Background: an optimization exercise with open tools, aiming at small area. Do not read the settings as production practice.
In this exercise RTL edits were held to simulation tests only and were not proved equivalent to the original.
No activity file was given, so power comes from the tool's default toggle rates.

## before
==> flow/design.v <==
package regfile_scoreboard_imm_pkg;
  localparam logic [6:0] OP_R      = 7'b0110011;
  localparam logic [6:0] OP_I      = 7'b0010011;
  localparam logic [6:0] OP_LOAD   = 7'b0000011;
  localparam logic [6:0] OP_STORE  = 7'b0100011;
  localparam logic [6:0] OP_BRANCH = 7'b1100011;
  localparam logic [6:0] OP_JAL    = 7'b1101111;
  localparam logic [6:0] OP_JALR   = 7'b1100111;
  localparam logic [6:0] OP_LUI    = 7'b0110111;
  localparam logic [6:0] OP_AUIPC  = 7'b0010111;
  typedef enum logic [2:0] {
    IMM_NONE,
    IMM_I,
    IMM_S,
    IMM_B,
    IMM_U,
    IMM_J
  } imm_fmt_t;
  function automatic imm_fmt_t imm_format(input logic [6:0] opcode);
    imm_fmt_t fmt;
    fmt = IMM_NONE;
    case (opcode)
      OP_I, OP_LOAD, OP_JALR: fmt = IMM_I;
      OP_STORE:               fmt = IMM_S;
      OP_BRANCH:              fmt = IMM_B;
      OP_LUI, OP_AUIPC:       fmt = IMM_U;
      OP_JAL:                 fmt = IMM_J;
      default:                fmt = IMM_NONE;
    endcase
    imm_format = fmt;
  endfunction
endpackage
import regfile_scoreboard_imm_pkg::*;
module regfile_scoreboard_imm_imm_gen
#(
  parameter int XLEN = 32
) (
  input  logic [31:0]     inst,
  output logic [XLEN-1:0] imm
);
  regfile_scoreboard_imm_pkg::imm_fmt_t fmt;
  assign fmt = regfile_scoreboard_imm_pkg::imm_format(inst[6:0]);
  always_comb begin
    imm = '0;
    case (fmt)
      IMM_I:   imm = XLEN'($signed(inst[31:20]));
      IMM_S:   imm = XLEN'($signed({inst[31:25], inst[11:7]}));
      IMM_B:   imm = XLEN'($signed({inst[31], inst[7], inst[30:25], inst[11:8], 1'b0}));
      IMM_U:   imm = XLEN'($signed({inst[31:12], 12'b0}));
      IMM_J:   imm = XLEN'($signed({inst[31], inst[19:12], inst[20], inst[30:21], 1'b0}));
      default: imm = '0;
    endcase
  end
endmodule
import regfile_scoreboard_imm_pkg::*;
module regfile_scoreboard_imm
#(
  parameter int XLEN   = 32,
  parameter int NREGS  = 32,
  parameter int BYPASS = 1,
  localparam int AW    = $clog2(NREGS)
) (
  input  logic             clk,
  input  logic             rst,
  input  logic [31:0]      inst,
  input  logic             issue_valid,
  input  logic             wb_valid,
  input  logic [AW-1:0]    wb_rd,
  input  logic [XLEN-1:0]  wb_data,
  output logic [XLEN-1:0]  rs1_data,
  output logic [XLEN-1:0]  rs2_data,
  output logic [XLEN-1:0]  imm,
  output logic             stall,
  output logic [NREGS-1:0] busy_vec
);
  localparam int NT = NREGS;
  localparam int NG = (NT + 2) / 3;
  logic [NREGS-1:1][XLEN-1:0] regs;
  logic [NREGS-1:1][XLEN-1:0] regs_d;
  logic [NREGS-1:1] busy;
  logic [AW-1:0]    rs1, rs2, rd;
  logic [6:0]       opcode;
  logic             use_rs1, use_rs2, writes_op, writes_rd;
  logic             rs1_byp, rs2_byp, rd_wb, issue_fire;
  logic [NREGS-1:1] dec_rs1, dec_rs2, dec_rd, dec_wb;
  logic [NREGS-1:1] wr_en, wr_hold;
  logic [NT-1:0]    sel1, sel2;
  assign rs1    = inst[19:15];
  assign rs2    = inst[24:20];
  assign rd     = inst[11:7];
  assign opcode = inst[6:0];
  always_comb begin
    use_rs1   = 1'b0;
    use_rs2   = 1'b0;
    writes_op = 1'b0;
    case (opcode)
      OP_R:                    begin use_rs1 = 1'b1; use_rs2 = 1'b1; writes_op = 1'b1; end
      OP_I, OP_LOAD, OP_JALR:  begin use_rs1 = 1'b1; writes_op = 1'b1; end
      OP_STORE, OP_BRANCH:     begin use_rs1 = 1'b1; use_rs2 = 1'b1; end
      OP_JAL, OP_LUI, OP_AUIPC: writes_op = 1'b1;
      default: ;
    endcase
  end
  assign writes_rd = writes_op && (rd != '0);
  genvar gi, gb;
  generate
    for (gi = 1; gi < NREGS; gi++) begin : g_dec
      assign dec_rs1[gi] = (rs1 == AW'(gi));
      assign dec_rs2[gi] = (rs2 == AW'(gi));
      assign dec_rd[gi]  = (rd == AW'(gi));
      assign dec_wb[gi]  = wb_valid && (wb_rd == AW'(gi));
    end
  endgenerate
  assign rs1_byp = wb_valid && (wb_rd == rs1) && (rs1 != '0);
  assign rs2_byp = wb_valid && (wb_rd == rs2) && (rs2 != '0);
  assign rd_wb   = wb_valid && (wb_rd == rd);
  assign stall = issue_valid && ((use_rs1 && |(dec_rs1 & busy) && !rs1_byp) ||
                                 (use_rs2 && |(dec_rs2 & busy) && !rs2_byp) ||
                                 (writes_rd && |(dec_rd & busy) && !rd_wb));
  assign issue_fire = issue_valid && !stall && writes_op;
  assign busy_vec   = {busy, 1'b0};
  assign sel1 = {dec_rs1 & ~dec_wb, rs1_byp};
  assign sel2 = {dec_rs2 & ~dec_wb, rs2_byp};
  generate
    for (gb = 0; gb < XLEN; gb++) begin : g_rd
      logic [NT-1:0] t;
      logic [NG-1:0] n1, n2;
      assign t[0] = wb_data[gb];
      for (gi = 1; gi < NREGS; gi++) begin : g_t
        assign t[gi] = regs[gi][gb];
      end
      for (gi = 0; gi < NG; gi++) begin : g_aoi
        if (3*gi + 2 < NT) begin : g3
          regfile_scoreboard_imm_aoi222 u1 (
            .a1(sel1[3*gi]), .a2(t[3*gi]), .b1(sel1[3*gi+1]), .b2(t[3*gi+1]),
            .c1(sel1[3*gi+2]), .c2(t[3*gi+2]), .y(n1[gi]));
          regfile_scoreboard_imm_aoi222 u2 (
            .a1(sel2[3*gi]), .a2(t[3*gi]), .b1(sel2[3*gi+1]), .b2(t[3*gi+1]),
            .c1(sel2[3*gi+2]), .c2(t[3*gi+2]), .y(n2[gi]));
        end else begin : g2
          regfile_scoreboard_imm_aoi22 u1 (
            .a1(sel1[3*gi]), .a2(t[3*gi]), .b1(sel1[3*gi+1]), .b2(t[3*gi+1]),
            .y(n1[gi]));
          regfile_scoreboard_imm_aoi22 u2 (
            .a1(sel2[3*gi]), .a2(t[3*gi]), .b1(sel2[3*gi+1]), .b2(t[3*gi+1]),
            .y(n2[gi]));
        end
      end
      assign rs1_data[gb] = ~&n1;
      assign rs2_data[gb] = ~&n2;
    end
  endgenerate
  assign wr_en   = dec_wb & {(NREGS-1){rst}};
  assign wr_hold = ~dec_wb & {(NREGS-1){rst}};
  generate
    for (gi = 1; gi < NREGS; gi++) begin : g_wr
      for (gb = 0; gb < XLEN; gb++) begin : g_b
        regfile_scoreboard_imm_ao22 u (
          .a1(wr_en[gi]), .a2(wb_data[gb]), .b1(wr_hold[gi]), .b2(regs[gi][gb]),
          .y(regs_d[gi][gb]));
      end
    end
  endgenerate
  always_ff @(posedge clk) begin
    for (int r = 1; r < NREGS; r++) regs[r] <= regs_d[r];
  end
  always_ff @(posedge clk) begin
    for (int r = 1; r < NREGS; r++) begin
      if (!rst)                         busy[r] <= 1'b0;
      else if (issue_fire && dec_rd[r]) busy[r] <= 1'b1;
      else if (dec_wb[r])               busy[r] <= 1'b0;
    end
  end
  regfile_scoreboard_imm_imm_gen #(.XLEN(XLEN)) u_imm_gen (
    .inst (inst),
    .imm  (imm)
  );
endmodule
module regfile_scoreboard_imm_aoi222 (
  input  logic a1, a2, b1, b2, c1, c2,
  output logic y
);
  assign y = ~((a1 & a2) | (b1 & b2) | (c1 & c2));
endmodule
module regfile_scoreboard_imm_aoi22 (
  input  logic a1, a2, b1, b2,
  output logic y
);
  assign y = ~((a1 & a2) | (b1 & b2));
endmodule
module regfile_scoreboard_imm_ao22 (
  input  logic a1, a2, b1, b2,
  output logic y
);
  assign y = (a1 & a2) | (b1 & b2);
endmodule
clock: 7.0 ns
lec_check: 0
cap_margin: 20
core_margin: 2
core_utilization: 50
setup_slack_margin: 0
slew_margin: 20
synth_hierarchical: 1
synth_minimum_keep_size: 0
standard.sh (not shown) runs the stock make flow with config.mk's settings and CLKGATE_MAP_FILE= SYNTH_SCRIPT=/design/flow/synth_recipe.tcl, a recipe that flattens the netlist after the stock synthesis.
==> flow/flow/run.sh <==
#!/bin/bash
# Standard layout with smaller port buffers and a clock tree built from
# sink clusters without dummy loads.
set -euo pipefail
export BUFFER_PORTS_ARGS="-buffer_cell sky130_fd_sc_hd__buf_2"
export CTS_ARGS="-sink_clustering_enable -repair_clock_nets -dont_use_dummy_load -buf_list {sky130_fd_sc_hd__clkbuf_8 sky130_fd_sc_hd__clkbuf_16} -sink_clustering_size 20 -sink_clustering_max_diameter 50"
bash standard.sh > flow_make.log 2>&1
diff inputs: before => after
# before
export LEC_CHECK = 0
export CAP_MARGIN = 20
export CORE_MARGIN = 2
export CORE_UTILIZATION = 50
export SETUP_SLACK_MARGIN = 0
export SLEW_MARGIN = 20
export SYNTH_HIERARCHICAL = 1
export SYNTH_MINIMUM_KEEP_SIZE = 0
create_clock -name core_clock -period 7.0 [get_ports {clk}]
# after
export LEC_CHECK = 0
export CAP_MARGIN = 20
export CORE_MARGIN = 2
export CORE_UTILIZATION = 50
export CTS_BUF_LIST = sky130_fd_sc_hd__clkbuf_4 sky130_fd_sc_hd__clkbuf_8
export SETUP_SLACK_MARGIN = 0
export SLEW_MARGIN = 20
export SYNTH_HIERARCHICAL = 1
export SYNTH_MINIMUM_KEEP_SIZE = 0
create_clock -name core_clock -period 7.0 [get_ports {clk}]
==> flow/run.sh (new file) <==
#!/bin/bash
# synth_recipe.tcl (not shown) runs the flow's synth.tcl, then flattens the netlist and writes it again
# the make line also repeats each setting of config.mk as NAME=value (left out here)
make -C /OpenROAD-flow-scripts/flow DESIGN_CONFIG=/design/flow/config.mk WORK_HOME=/design/flow/orfs CLKGATE_MAP_FILE= SYNTH_SCRIPT=/design/flow/synth_recipe.tcl finish
removed: flow/flow/run.sh
removed: flow/standard.sh
Notes after the runs:
- The flow completed for after, but it is not clean: the layout still shows setup timing.
- According to the power report, total power for after is higher than for before.
- In after relative to before, cell area had gone up by a few percent.
- In the flow results for before and after, the power share of the clock group is smaller on before.
- Post-route setup TNS in after vs before: down 0.13 ns

## port drivers added, routing unchanged
The flow's constraints put no driver on any port. The routed layouts listed below were extracted and timed again, unchanged, in two steps.
Step 1 sets driving cells, clkbuf_16 on the clock port and buf_2 on the other inputs (assumed; they add their load-dependent delay and slew).
Step 2 moves the port delays by t, midway between the first and last clock arrival at a register: inputs arrive t later, outputs are due t later. That takes back most of the time a late clock gives input paths.
Slacks: ideal / step 1 / step 2; pairs: ideal / step 1.
run | shift t [ns] | setup WS [ns] | latest minus earliest clock arrival (ns) | worst slew at a driven data input, ns
before | 0.734 | 0.293 / 0.270 / 0.270 | 0.130 / 0.130 | 0.15
after | 0.933 | -0.087 / -0.110 / -0.110 | 0.064 / 0.063 | 0.28
